This is an optimization exercise on Yosys and OpenROAD, whose aim is small area, not a production implementation.
Function was checked by simulation only, so behaviour that the tests miss may differ from the original.

==> flow/design.v, too long to show whole: its modules and the start of the top module <==
// module rhs_front: 68 lines
// module rhs_sqsum: 462 lines
// module rhs_divider: 75 lines
// module rhs_sqrt: 67 lines
// module rhs_falloff: 94 lines
// module rhs_sq16: 191 lines
// module rhs_smul: 556 lines
// module rhs_apply: 44 lines
// module rhs_amul: 494 lines
// module radial_height_stamp_top: 132 lines
module radial_height_stamp_top (
  input  logic                              clk,
  input  logic                              rst,
  input  logic                              start,
  output logic                              busy,
  input  logic [rhs_pkg::COL_W-1:0]         vertex_column,
  input  logic [rhs_pkg::COL_W-1:0]         vertex_row,
  input  logic signed [rhs_pkg::HGT_W-1:0]  current_height,
  output logic                              done,
  output logic signed [rhs_pkg::HGT_W-1:0]  new_height,
  output logic                              changed,
  input  logic                              wr_en,
  input  logic [rhs_pkg::IDX_W-1:0]         wr_index,
  input  logic [rhs_pkg::CFG_W-1:0]         wr_data
);
  // ...
==> flow/run.sh <==
#!/bin/bash
# synth_recipe.tcl (not shown) runs the flow's synth.tcl, then flattens the netlist and writes it again
# the make line also repeats each setting of config.mk as NAME=value (left out here)
make -C /OpenROAD-flow-scripts/flow DESIGN_CONFIG=/design/flow/config.mk WORK_HOME=/design/flow/orfs CLKGATE_MAP_FILE= SYNTH_SCRIPT=/design/flow/synth_recipe.tcl finish
==> flow/config.mk <==
export PLATFORM = sky130hd
export DESIGN_NAME = radial_height_stamp_top
export DESIGN_NICKNAME = radial_height_stamp_top
export VERILOG_FILES = /design/flow/design.v
export SDC_FILE = /design/flow/constraint.sdc
export NUM_CORES = 4
export LEC_CHECK = 0
export ABC_AREA = 1
export CAP_MARGIN = 20
export CORE_MARGIN = 2
export CORE_UTILIZATION = 40
export SLEW_MARGIN = 20
==> flow/constraint.sdc <==
create_clock -name core_clock -period 10.0 [get_ports {clk}]
set_input_delay 2.0000 -clock core_clock [delete_from_list [all_inputs] [get_ports {clk}]]
set_output_delay 2.0000 -clock core_clock [all_outputs]
set_load 0.01 [all_outputs]
==> results.py, run 1 <==
metrics = {
    "status": {
        "status": "finished clean",
    },
    "final_layout": {
        "reg_top3": "u_sqrt.pl_s x300, u_sqrt.rem_s x245, u_sqrt.rt_s x241",
        "seq_area_share_pct": 25.85,
        "clkbuf_count": 251,
        "layout_commonest_cell": "nand2_1",
        "nFillCells": 30076,
        "drive_above_1_share_pct": 4.306,
    },
    "worst_setup_path": {
        "reg2reg_slack_ns": 1.89,
        "required_ns": 10.71,
    },
    "logic_synthesis": {
        "synth_area_leader_cell": "dfxtp_1",
        "synthSimpleGateAreaFrac_pct": 15.97,
    },
    "sta": {
        "worst_slack_ns": 1.886,
        "fin_crit_sh_pct": 81.14,
        "slew-limit-headroom_pct": 13.88,
    },
    "worst_hold_path": {
        "hold_path.class": "flop to flop",
    },
    "drt": {
        "routed_wl_um": 343600,
        "route.top_layer_used": "met5",
        "met1Wirelength_um": 151200,
    },
    "global_routing": {
        "antenna_found_initial": 21,
        "grt_pass1_wl_um": 539400,
    },
    "place": {
        "gp_congestion": 0.9469,
        "pre_cts_ws_ns": 1.940,
    },
    "cts": {
        "cts-root-buf": "clkbuf_16",
    },
    "die": {
        "rows": 201,
    },
}
==> module radial_height_stamp_top, before the edit <==
module radial_height_stamp_top (
  input  logic                              clk,
  input  logic                              rst,
  input  logic                              start,
  output logic                              busy,
  input  logic [rhs_pkg::COL_W-1:0]         vertex_column,
  input  logic [rhs_pkg::COL_W-1:0]         vertex_row,
  input  logic signed [rhs_pkg::HGT_W-1:0]  current_height,
  output logic                              done,
  output logic signed [rhs_pkg::HGT_W-1:0]  new_height,
  output logic                              changed,
  input  logic                              wr_en,
  input  logic [rhs_pkg::IDX_W-1:0]         wr_index,
  input  logic [rhs_pkg::CFG_W-1:0]         wr_data
);
  logic [rhs_pkg::MODE_W-1:0]       cfg_mode;
  logic [rhs_pkg::POS_W-1:0]        cfg_ccol;
  logic [rhs_pkg::POS_W-1:0]        cfg_crow;
  logic [rhs_pkg::RAD_W-1:0]        cfg_radius;
  logic [rhs_pkg::STR_W-1:0]        cfg_strength;
  logic signed [rhs_pkg::HGT_W-1:0] cfg_cheight;
  logic [rhs_pkg::SIDE_W-1:0]       cfg_side;
  logic [rhs_pkg::RAD_W-1:0]        r_eff;
  logic                      accept;
  logic                      f_vld, s_vld, d_vld, l_vld;
  logic [rhs_pkg::PL_W-1:0]  f_pl, s_pl, d_pl, l_pl;
  logic [31:0]               f_d2;
  logic [31:0]               s_root;
  logic                      s_remz;
  logic [15:0]               d_t;
  logic                      d_fz;
  logic [16:0]               l_f;
  logic [rhs_pkg::HGT_W:0]   l_opnd;
  logic                      l_kb;
  always_ff @(posedge clk) begin
    if (rst) begin
      busy <= 1'b1;
    end else begin
      busy <= 1'b0;
    end
  end
  assign accept = start && !busy;
  always_ff @(posedge clk) begin
    if (rst) begin
      cfg_mode     <= '0;
      cfg_ccol     <= '0;
      cfg_crow     <= '0;
      cfg_radius   <= rhs_pkg::RADIUS_RESET;
      cfg_strength <= '0;
      cfg_cheight  <= '0;
      cfg_side     <= rhs_pkg::SIDE_RESET;
    end else if (wr_en) begin
      case (wr_index)
        3'd0: cfg_mode     <= wr_data[rhs_pkg::MODE_W-1:0];
        3'd1: cfg_ccol     <= wr_data[rhs_pkg::POS_W-1:0];
        3'd2: cfg_crow     <= wr_data[rhs_pkg::POS_W-1:0];
        3'd3: cfg_radius   <= wr_data[rhs_pkg::RAD_W-1:0];
        3'd4: cfg_strength <= wr_data[rhs_pkg::STR_W-1:0];
        3'd5: cfg_cheight  <= wr_data[rhs_pkg::HGT_W-1:0];
        3'd6: cfg_side     <= wr_data[rhs_pkg::SIDE_W-1:0];
        default: ;
      endcase
    end
  end
  assign r_eff = {cfg_radius[rhs_pkg::RAD_W-1:1], cfg_radius[0] | (cfg_radius == '0)};
  rhs_front u_front (
    .clk     (clk),
    .rst     (rst),
    .in_vld  (accept),
    .col     (vertex_column),
    .row     (vertex_row),
    .cur     (current_height),
    .ccol    (cfg_ccol),
    .crow    (cfg_crow),
    .side    (cfg_side),
    .out_vld (f_vld),
    .out_pl  (f_pl),
    .d2      (f_d2)
  );
  rhs_sqrt u_sqrt (
    .clk     (clk),
    .rst     (rst),
    .in_vld  (f_vld),
    .pl_in   (f_pl),
    .rad     (f_d2),
    .out_vld (s_vld),
    .pl_out  (s_pl),
    .root    (s_root),
    .remz    (s_remz)
  );
  rhs_divider u_divider (
    .clk     (clk),
    .rst     (rst),
    .in_vld  (s_vld),
    .pl_in   (s_pl),
    .s       (s_root),
    .remz    (s_remz),
    .r       (r_eff),
    .out_vld (d_vld),
    .pl_out  (d_pl),
    .t       (d_t),
    .fz      (d_fz)
  );
  rhs_falloff u_falloff (
    .clk     (clk),
    .rst     (rst),
    .in_vld  (d_vld),
    .pl_in   (d_pl),
    .t       (d_t),
    .fz      (d_fz),
    .mode    (cfg_mode),
    .strength(cfg_strength),
    .cheight (cfg_cheight),
    .out_vld (l_vld),
    .pl_out  (l_pl),
    .f       (l_f),
    .opnd    (l_opnd),
    .kb      (l_kb)
  );
  rhs_apply u_apply (
    .clk        (clk),
    .rst        (rst),
    .in_vld     (l_vld),
    .pl_in      (l_pl),
    .f          (l_f),
    .opnd       (l_opnd),
    .kb         (l_kb),
    .done       (done),
    .new_height (new_height),
    .changed    (changed)
  );
endmodule
==> run 2, diff against run 1 <==
--- a/flow/design.v
+++ b/flow/design.v
@@ -11,5 +11,4 @@
   localparam int unsigned PL_W     = 1 + HGT_W;
-  localparam logic [1:0]  FRONT_CUT = 2'b11;
-  localparam logic [31:0] SQRT_CUT  = 32'b11010101010010010010010010001000;
-  localparam logic [16:0] DIV_CUT   = 17'b10101010101010100;
+  localparam logic [1:0]  FRONT_CUT = 2'b01;
+  localparam logic [32:0] ROOT_CUT  = 33'b100100100100100100010000100000100;
   localparam logic [1:0]  FALL_CUT  = 2'b11;
@@ -548,3 +547,17 @@
 endmodule
-module rhs_divider (
+module rhs_divstep (
+  input  logic [15:0] rem_in,
+  input  logic        bit_in,
+  input  logic [15:0] r,
+  output logic [15:0] rem_out,
+  output logic        q
+);
+  logic [16:0] part;
+  logic [17:0] diff;
+  assign part    = {rem_in, bit_in};
+  assign diff    = {1'b0, part} - {2'b00, r};
+  assign q       = !diff[17];
+  assign rem_out = q ? diff[15:0] : part[15:0];
+endmodule
+module rhs_root (
   input  logic                         clk,
@@ -553,4 +566,3 @@
   input  logic [rhs_pkg::PL_W-1:0]     pl_in,
-  input  logic [31:0]                  s,
-  input  logic                         remz,
+  input  logic [31:0]                  rad,
   input  logic [15:0]                  r,
@@ -561,107 +573,86 @@
 );
-  localparam int unsigned N = 17;
-  localparam logic [N-1:0] CUT = rhs_pkg::DIV_CUT;
-  logic                     vld_s [N+1];
-  logic [rhs_pkg::PL_W-1:0] pl_s  [N+1];
-  logic [15:0]              lo_s  [N+1];
-  logic [15:0]              rem_s [N+1];
-  logic [15:0]              q_s   [N+1];
-  logic                     fz_s  [N+1];
-  logic [16:0] diff0;
-  logic        lt0, inside0;
-  assign diff0   = {1'b0, s[31:16]} - {1'b0, r};
-  assign lt0     = diff0[16];
-  assign inside0 = pl_in[rhs_pkg::PL_W-1]
-                   && (lt0 || (diff0[15:0] == '0 && s[15:0] == '0 && remz));
-  assign vld_s[0] = in_vld;
-  assign pl_s[0]  = {inside0, pl_in[rhs_pkg::PL_W-2:0]};
-  assign lo_s[0]  = s[15:0];
-  assign rem_s[0] = s[31:16];
-  assign q_s[0]   = '0;
-  assign fz_s[0]  = !lt0;
-  for (genvar k = 0; k < N; k++) begin : g_step
-    logic [15:0] rem_n;
+  localparam int unsigned N = 33;
+  localparam logic [N-1:0] CUT = rhs_pkg::ROOT_CUT;
+  localparam int unsigned HW = rhs_pkg::HGT_W;
+  logic                     vld_s  [N+1];
+  logic [rhs_pkg::PL_W-1:0] pl_s   [N+1];
+  logic [31:0]              rad_s  [N+1];
+  logic [33:0]              rem_s  [N+1];
+  logic [31:0]              rt_s   [N+1];
+  logic [15:0]              drem_s [N+1];
+  logic [15:0]              q_s    [N+1];
+  logic                     lt_s   [N+1];
+  logic                     eq_s   [N+1];
+  logic                     remz_s [N+1];
+  logic                     loz_s  [N+1];
+  assign vld_s[0]  = in_vld;
+  assign pl_s[0]   = pl_in;
+  assign rad_s[0]  = rad;
+  assign rem_s[0]  = '0;
+  assign rt_s[0]   = '0;
+  assign drem_s[0] = '0;
+  assign q_s[0]    = '0;
+  assign lt_s[0]   = 1'b0;
+  assign eq_s[0]   = 1'b0;
+  assign remz_s[0] = 1'b0;
+  assign loz_s[0]  = 1'b0;
+  for (genvar k = 0; k < N; k++) begin : g_slot
+    logic [33:0] rem_n;
+    logic [31:0] rt_n;
+    logic [15:0] drem_n;
     logic [15:0] q_n;
-    if (k == 0) begin : g_first
+    logic        lt_n, eq_n, remz_n, loz_n;
+    if (k < 32) begin : g_sq
+      localparam int unsigned RW = k + 3;
+      logic [1:0]    pair;
+      logic [RW-1:0] part;
+      logic [RW-1:0] trial;
+      logic [RW:0]   diff;
+      logic          take;
+      if (k < 16) begin : g_in
+        assign pair = rad_s[k][31-2*k -: 2];
+      end else begin : g_zero
+        assign pair = 2'b00;
+      end
+      assign part  = {rem_s[k][k:0], pair};
+      assign trial = {rt_s[k][k:0], 2'b01};
+      assign diff  = {1'b0, part} - {1'b0, trial};
+      assign take  = !diff[RW];
+      assign rem_n = 34'(take ? diff[k+1:0] : part[k+1:0]);
+      assign rt_n  = {rt_s[k][30:0], take};
+    end else begin : g_sqdone
       assign rem_n = rem_s[k];
-      assign q_n   = q_s[k];
-    end else begin : g_bit
-      logic [16:0] part;
-      logic [17:0] diff;
-      logic        take;
-      assign part  = {rem_s[k], lo_s[k][16-k]};
-      assign diff  = {1'b0, part} - {2'b00, r};
-      assign take  = !diff[17];
-      assign rem_n = take ? diff[15:0] : part[15:0];
-      assign q_n   = {q_s[k][14:0], take};
+      assign rt_n  = rt_s[k];
     end
-    if (CUT[k]) begin : g_reg
-      always_ff @(posedge clk) begin
-        if (rst) vld_s[k+1] <= 1'b0;
-        else     vld_s[k+1] <= vld_s[k];
-      end
-      always_ff @(posedge clk) begin
-        pl_s[k+1]  <= pl_s[k];
-        lo_s[k+1]  <= lo_s[k];
-        rem_s[k+1] <= rem_n;
-        q_s[k+1]   <= q_n;
-        fz_s[k+1]  <= fz_s[k];
-      end
-    end else begin : g_wire
-      assign vld_s[k+1] = vld_s[k];
-      assign pl_s[k+1]  = pl_s[k];
-      assign lo_s[k+1]  = lo_s[k];
-      assign rem_s[k+1] = rem_n;
-      assign q_s[k+1]   = q_n;
-      assign fz_s[k+1]  = fz_s[k];
+    if (k < 16) begin : g_dwait
+      assign drem_n = drem_s[k];
+      assign q_n    = q_s[k];
+      assign lt_n   = lt_s[k];
+      assign eq_n   = eq_s[k];
+    end else if (k == 16) begin : g_dfirst
+      logic [16:0] diff0;
+      assign diff0  = {1'b0, rt_s[k][15:0]} - {1'b0, r};
+      assign lt_n   = diff0[16];
+      assign eq_n   = (diff0[15:0] == '0);
+      assign drem_n = rt_s[k][15:0];
+      assign q_n    = '0;
+    end else begin : g_dbit
+      rhs_divstep u_step (
+        .rem_in  (drem_s[k]),
+        .bit_in  (rt_s[k][0]),
+        .r       (r),
+        .rem_out (drem_n),
+        .q       (q_n[0])
+      );
+      assign q_n[15:1] = q_s[k][14:0];
+      assign lt_n      = lt_s[k];
+      assign eq_n      = eq_s[k];
     end
-  end
-  assign out_vld = vld_s[N];
-  assign pl_out  = pl_s[N];
-  assign t       = q_s[N];
-  assign fz      = fz_s[N];
-endmodule
-module rhs_sqrt (
-  input  logic                         clk,
-  input  logic                         rst,
-  input  logic                         in_vld,
-  input  logic [rhs_pkg::PL_W-1:0]     pl_in,
-  input  logic [31:0]                  rad,
-  output logic                         out_vld,
-  output logic [rhs_pkg::PL_W-1:0]     pl_out,
-  output logic [31:0]                  root,
-  output logic                         remz
-);
-  localparam int unsigned N = 32;
-  localparam logic [N-1:0] CUT = rhs_pkg::SQRT_CUT;
-  logic                     vld_s [N+1];
-  logic [rhs_pkg::PL_W-1:0] pl_s  [N+1];
-  logic [31:0]              rad_s [N+1];
-  logic [33:0]              rem_s [N+1];
-  logic [31:0]              rt_s  [N+1];
-  assign vld_s[0] = in_vld;
-  assign pl_s[0]  = pl_in;
-  assign rad_s[0] = rad;
-  assign rem_s[0] = '0;
-  assign rt_s[0]  = '0;
-  for (genvar k = 0; k < N; k++) begin : g_step
-    localparam int unsigned RW = k + 3;
-    logic [1:0]    pair;
-    logic [RW-1:0] part;
-    logic [RW-1:0] trial;
-    logic [RW:0]   diff;
-    logic          take;
-    logic [33:0]   rem_n;
-    logic [31:0]   rt_n;
-    if (k < 16) begin : g_in
-      assign pair = rad_s[k][31-2*k -: 2];
-    end else begin : g_zero
-      assign pair = 2'b00;
+    if (k == 31) begin : g_flags
+      assign remz_n = (rem_n == '0);
+      assign loz_n  = (rt_n[15:0] == '0);
+    end else begin : g_flagpass
+      assign remz_n = remz_s[k];
+      assign loz_n  = loz_s[k];
     end
-    assign part  = {rem_s[k][k:0], pair};
-    assign trial = {rt_s[k][k:0], 2'b01};
-    assign diff  = {1'b0, part} - {1'b0, trial};
-    assign take  = !diff[RW];
-    assign rem_n = 34'(take ? diff[k+1:0] : part[k+1:0]);
-    assign rt_n  = {rt_s[k][30:0], take};
     if (CUT[k]) begin : g_reg
@@ -672,13 +663,25 @@
       always_ff @(posedge clk) begin
-        pl_s[k+1]  <= pl_s[k];
-        rad_s[k+1] <= rad_s[k];
-        rem_s[k+1] <= rem_n;
-        rt_s[k+1]  <= rt_n;
+        pl_s[k+1]   <= pl_s[k];
+        rad_s[k+1]  <= rad_s[k];
+        rem_s[k+1]  <= rem_n;
+        rt_s[k+1]   <= rt_n;
+        drem_s[k+1] <= drem_n;
+        q_s[k+1]    <= q_n;
+        lt_s[k+1]   <= lt_n;
+        eq_s[k+1]   <= eq_n;
+        remz_s[k+1] <= remz_n;
+        loz_s[k+1]  <= loz_n;
       end
     end else begin : g_wire
-      assign vld_s[k+1] = vld_s[k];
-      assign pl_s[k+1]  = pl_s[k];
-      assign rad_s[k+1] = rad_s[k];
-      assign rem_s[k+1] = rem_n;
-      assign rt_s[k+1]  = rt_n;
+      assign vld_s[k+1]  = vld_s[k];
+      assign pl_s[k+1]   = pl_s[k];
+      assign rad_s[k+1]  = rad_s[k];
+      assign rem_s[k+1]  = rem_n;
+      assign rt_s[k+1]   = rt_n;
+      assign drem_s[k+1] = drem_n;
+      assign q_s[k+1]    = q_n;
+      assign lt_s[k+1]   = lt_n;
+      assign eq_s[k+1]   = eq_n;
+      assign remz_s[k+1] = remz_n;
+      assign loz_s[k+1]  = loz_n;
     end
@@ -686,5 +689,6 @@
   assign out_vld = vld_s[N];
-  assign pl_out  = pl_s[N];
-  assign root    = rt_s[N];
-  assign remz    = (rem_s[N] == '0);
+  assign pl_out  = {pl_s[N][HW] && (lt_s[N] || (eq_s[N] && loz_s[N] && remz_s[N])),
+                    pl_s[N][HW-1:0]};
+  assign t       = q_s[N];
+  assign fz      = !lt_s[N];
 endmodule
@@ -2093,7 +2097,5 @@
   logic                      accept;
-  logic                      f_vld, s_vld, d_vld, l_vld;
-  logic [rhs_pkg::PL_W-1:0]  f_pl, s_pl, d_pl, l_pl;
+  logic                      f_vld, d_vld, l_vld;
+  logic [rhs_pkg::PL_W-1:0]  f_pl, d_pl, l_pl;
   logic [31:0]               f_d2;
-  logic [31:0]               s_root;
-  logic                      s_remz;
   logic [15:0]               d_t;
@@ -2125,3 +2127,4 @@
         3'd2: cfg_crow     <= wr_data[rhs_pkg::POS_W-1:0];
-        3'd3: cfg_radius   <= wr_data[rhs_pkg::RAD_W-1:0];
+        3'd3: cfg_radius   <= (wr_data[rhs_pkg::RAD_W-1:0] == '0) ? rhs_pkg::RAD_W'(1)
+                                                                  : wr_data[rhs_pkg::RAD_W-1:0];
         3'd4: cfg_strength <= wr_data[rhs_pkg::STR_W-1:0];
@@ -2133,3 +2136,3 @@
   end
-  assign r_eff = {cfg_radius[rhs_pkg::RAD_W-1:1], cfg_radius[0] | (cfg_radius == '0)};
+  assign r_eff = cfg_radius;
   rhs_front u_front (
@@ -2148,3 +2151,3 @@
   );
-  rhs_sqrt u_sqrt (
+  rhs_root u_root (
     .clk     (clk),
@@ -2154,14 +2157,2 @@
     .rad     (f_d2),
-    .out_vld (s_vld),
-    .pl_out  (s_pl),
-    .root    (s_root),
-    .remz    (s_remz)
-  );
-  rhs_divider u_divider (
-    .clk     (clk),
-    .rst     (rst),
-    .in_vld  (s_vld),
-    .pl_in   (s_pl),
-    .s       (s_root),
-    .remz    (s_remz),
     .r       (r_eff),
==> results.py, run 2 <==
metrics = {
    "sta": {
        "timing.clock.skew_ns": 0.1094,
        "fin_crit_sh_pct": 93.11,
        "max_freq_ghz": 0.1074,
        "period_minus_slack_ns": 9.311,
        "worst_slew_pin_slew_ns": 1.138,
        "slew-limit-headroom_pct": 23.34,
        "setup_viol": 0,
        "drv_slew": 0,
        "hold_viol": 0,
    },
    "worst_setup_path": {
        "slowest_stage": "dfxtp_1",
        "cp_max_fo": 17,
        "worst_setup_path_start_kind": "flop",
        "crit_type": "flop to flop",
        "crit_start": "u_root.rt_s[14][1]",
        "critPathMaxStageDelay_ns": 0.39,
        "path_common_cell": "nand2_1",
        "required_ns": 10.65,
        "crit_arrival_ns": 9.96,
        "ff2ff_path_depth": 69,
        "worst_setup_path_end_kind": "flop",
        "r2r-start": "u_root.rt_s[14][1]",
    },
    "die": {
        "core_area_um2": 253900,
        "die_y_um": 509.1,
        "start_util_pct": 40.19,
        "die_x_um": 509.1,
        "rows": 185,
        "ios": 102,
        "die-area_um2": 259200,
    },
    "drt": {
        "wl_per_cell_um": 17.78,
        "ant_nets": 0,
        "drc_errors": 0,
        "routed_wl_um": 301800,
        "vias": 87706,
        "viasPerCell": 5.167,
        "detail_route.first_pass.iterations": 8,
        "drt_iter0_drc": 6278,
    },
    "final_layout": {
        "area_growth_pct": 9.790,
        "final_area_um2": 112100,
        "final_util_pct": 44.13,
        "reg_top3": "u_root.pl_s x225, u_root.rem_s x149, u_root.rt_s x146",
        "nFillCells": 25637,
        "layout_commonest_cell": "nand2_1",
        "final_cell_mix": "nand2_1, inv_1, ha_1, dfxtp_1, a21oi_1",
        "largest_reg_flops": 225,
        "fin_nets": 15384,
        "top_register": "u_root.pl_s",
        "drive_above_1_share_pct": 5.524,
    },
    "logic_synthesis": {
        "yosys-top-cells-count": "nand2_1, inv_1, ha_1",
        "synth-edff-count": 0,
        "syn-num-nets": 15351,
        "synth-async-reset-ratio_pct": 0,
        "synth-main-ff-cell": "dfxtp_1",
        "yosys-top-cells-area": "dfxtp_1, ha_1, fa_1, nand2_1, xor2_1",
        "synth_area_leader_cell": "dfxtp_1",
        "ys_seq_area_share_pct": 20.75,
        "synth_cell_types": 76,
        "synth_area_um2": 102100,
        "yosys_warnings": 511,
        "synth_area_per_cell_um2": 7.579,
        "ys_seq_elements": 1058,
        "synth_most_common_cell": "nand2_1",
        "synthCells": 13466,
        "synth_top_area_share_pct": 20.75,
    },
    "cts": {
        "clk_path_buf_depth": 3,
        "insertion_delay_ns": 0.84,
        "cts_buffers": 115,
        "cts_htree_levels": 3,
        "clkTransAtPathRegs_ns": 0.06,
        "clock_sinks": 1058,
        "ctsHoldBuffers": 0,
        "tritoncts": "done",
        "cts-root-buf": "clkbuf_16",
    },
    "place": {
        "portBuffers": 101,
        "place_area_um2": 107300,
        "gp_congestion": 0.9402,
        "dp_hpwl_um": 236600,
    },
    "global_routing": {
        "grt_max_degree": 81,
        "grtUsageTotal_pct": 23.05,
        "grt_overflow": 0,
        "antenna_found_initial": 30,
        "grt_pass1_vias": 85882,
        "grt_pass1_wl_um": 475900,
    },
    "worst_hold_path": {
        "hold_path_depth": 0,
        "hold_start": "u_root.pl_s[27][1]",
        "hold_path.class": "flop to flop",
    },
    "status": {
        "status": "finished clean",
    },
    "run": {
        "max-cap-violations": 0,
    },
}
[run 2: cell count changes after synthesis, sizes merged, moves of 24 or more]
| cell | before | now |
|---|---|---|
| dfxtp | 1706 | 1058 |
| nand2 | 3040 | 2443 |
| nor2 | 768 | 584 |
| inv | 2316 | 2147 |
| o21ai | 1118 | 958 |
| o21bai | 56 | 132 |
| a21o | 103 | 52 |
| nor3 | 117 | 80 |
| xnor2 | 306 | 272 |
| a31oi | 87 | 54 |
| nor4 | 48 | 24 |
[run 2: logic make-up (layout without fill, tap and decap cells)]
logic type,Yosys count,in the layout,synth area share (%)
AND/OR/NAND/NOR,3804,3805,15.63
AO/OA/AOI/OAI,2935,2935,16.13
buffers and inverters,2658,2785,9.895
adder cells (fa/ha/maj),1813,1813,27.29
XOR/XNOR,1195,1195,10.27
flip-flops,1058,1058,20.75
multiplexers,3,3,0.02942
other,0,14,0
[run 2: path summary, 6_finish.rpt]
path                                        endpoint  slack, ns
worst min-delay path              u_root.pl_s[30][1]       0.23
worst max register to register  u_root.drem_s[18][1]       0.69
worst max-delay path            u_root.drem_s[18][1]       0.69
worst min register to register    u_root.pl_s[30][1]       0.23
[run 2: area by class of cell]
class,count,area (um^2),share of cell area (%)
Timing Repair Buffer,363,3035,2.709
Timing Repair inverter,2,15.01,0.01340
Clock inverter,68,967.2,0.8632
Inverter,2208,8344,7.447
Clock buffer,144,3137,2.799
Antenna cell,14,35.03,0.03127
Tap cell,3366,4212,3.759
Multi-Input combinational cell,9751,71120,63.47
Sequential cell,1058,21180,18.91
[run 2: repair_timing]
| action | CTS | global route |
|---|---|---|
| setup endpoints to repair | 3 | 180 |
| setup buffers | 0 | 23 |
| pin swaps | 0 | 22 |
| cloned | 0 | 5 |
| resized for setup | 1 | 127 |
[run 2: critical path, delay by kind of cell (launching register included)]
| family | cells | cell delay [ns] |
|---|---|---|
| AO/OA/AOI/OAI | 30 | 4.12 |
| adder cells (fa/ha/maj) | 4 | 1.23 |
| flip-flops | 1 | 0.39 |
| buffers and inverters | 10 | 1.10 |
| AND/OR/NAND/NOR | 25 | 2.33 |
[run 2: routing by layer]
metal | GRT usage [%] | vias up | wire (um)
li1 | - | 43864 | -
met1 | 29.89 | 40652 | 131700
met2 | 38.11 | 2570 | 136600
met3 | 4.426 | 608 | 21450
met4 | 8.061 | 12 | 11900
met5 | 0 | - | 69
[run 2: per-stage QoR]
step | setup slack (ns) | setup TNS (ns) | hold slack (ns) | instances
floorplan | 0.5251 | 0 | 0.3096 | 13466
global placement | 0.01146 | 0 | 0.3095 | 16720
detailed placement | 0.05294 | 0 | 0.3121 | 16720
CTS | 0.07983 | 0 | 0.2479 | 16932
global route | -0.2577 | -3.484 | 0.2638 | 16961
finish | 0.6893 | 0 | 0.2316 | 16974

==> static timing again, ports no longer ideal <==
The flow's constraints put no driver on any port. The routed layouts listed below were extracted and timed again, unchanged, in two steps.
Step 1 (the two cells are an assumption about what drives the block):
set clk [get_ports {clk}]
set_driving_cell -lib_cell sky130_fd_sc_hd__clkbuf_16 $clk
set_driving_cell -lib_cell sky130_fd_sc_hd__buf_2 [delete_from_list [all_inputs] $clk]
Step 2 also shifts input and output timing later by t, the mid clock arrival at the registers, as if the neighbouring blocks saw the same clock.
a / b / c = ideal / step 1 / step 2; a / b = the first two.
run | t, ns | setup slack, ns | worst register clock-pin slew, ns
run 1 | 0.939 | 1.886 / 1.886 / 1.886 | 0.08 / 0.08
run 2 | 0.882 | 0.689 / 0.689 / 0.689 | 0.07 / 0.07
After both steps every run listed still meets setup and hold.
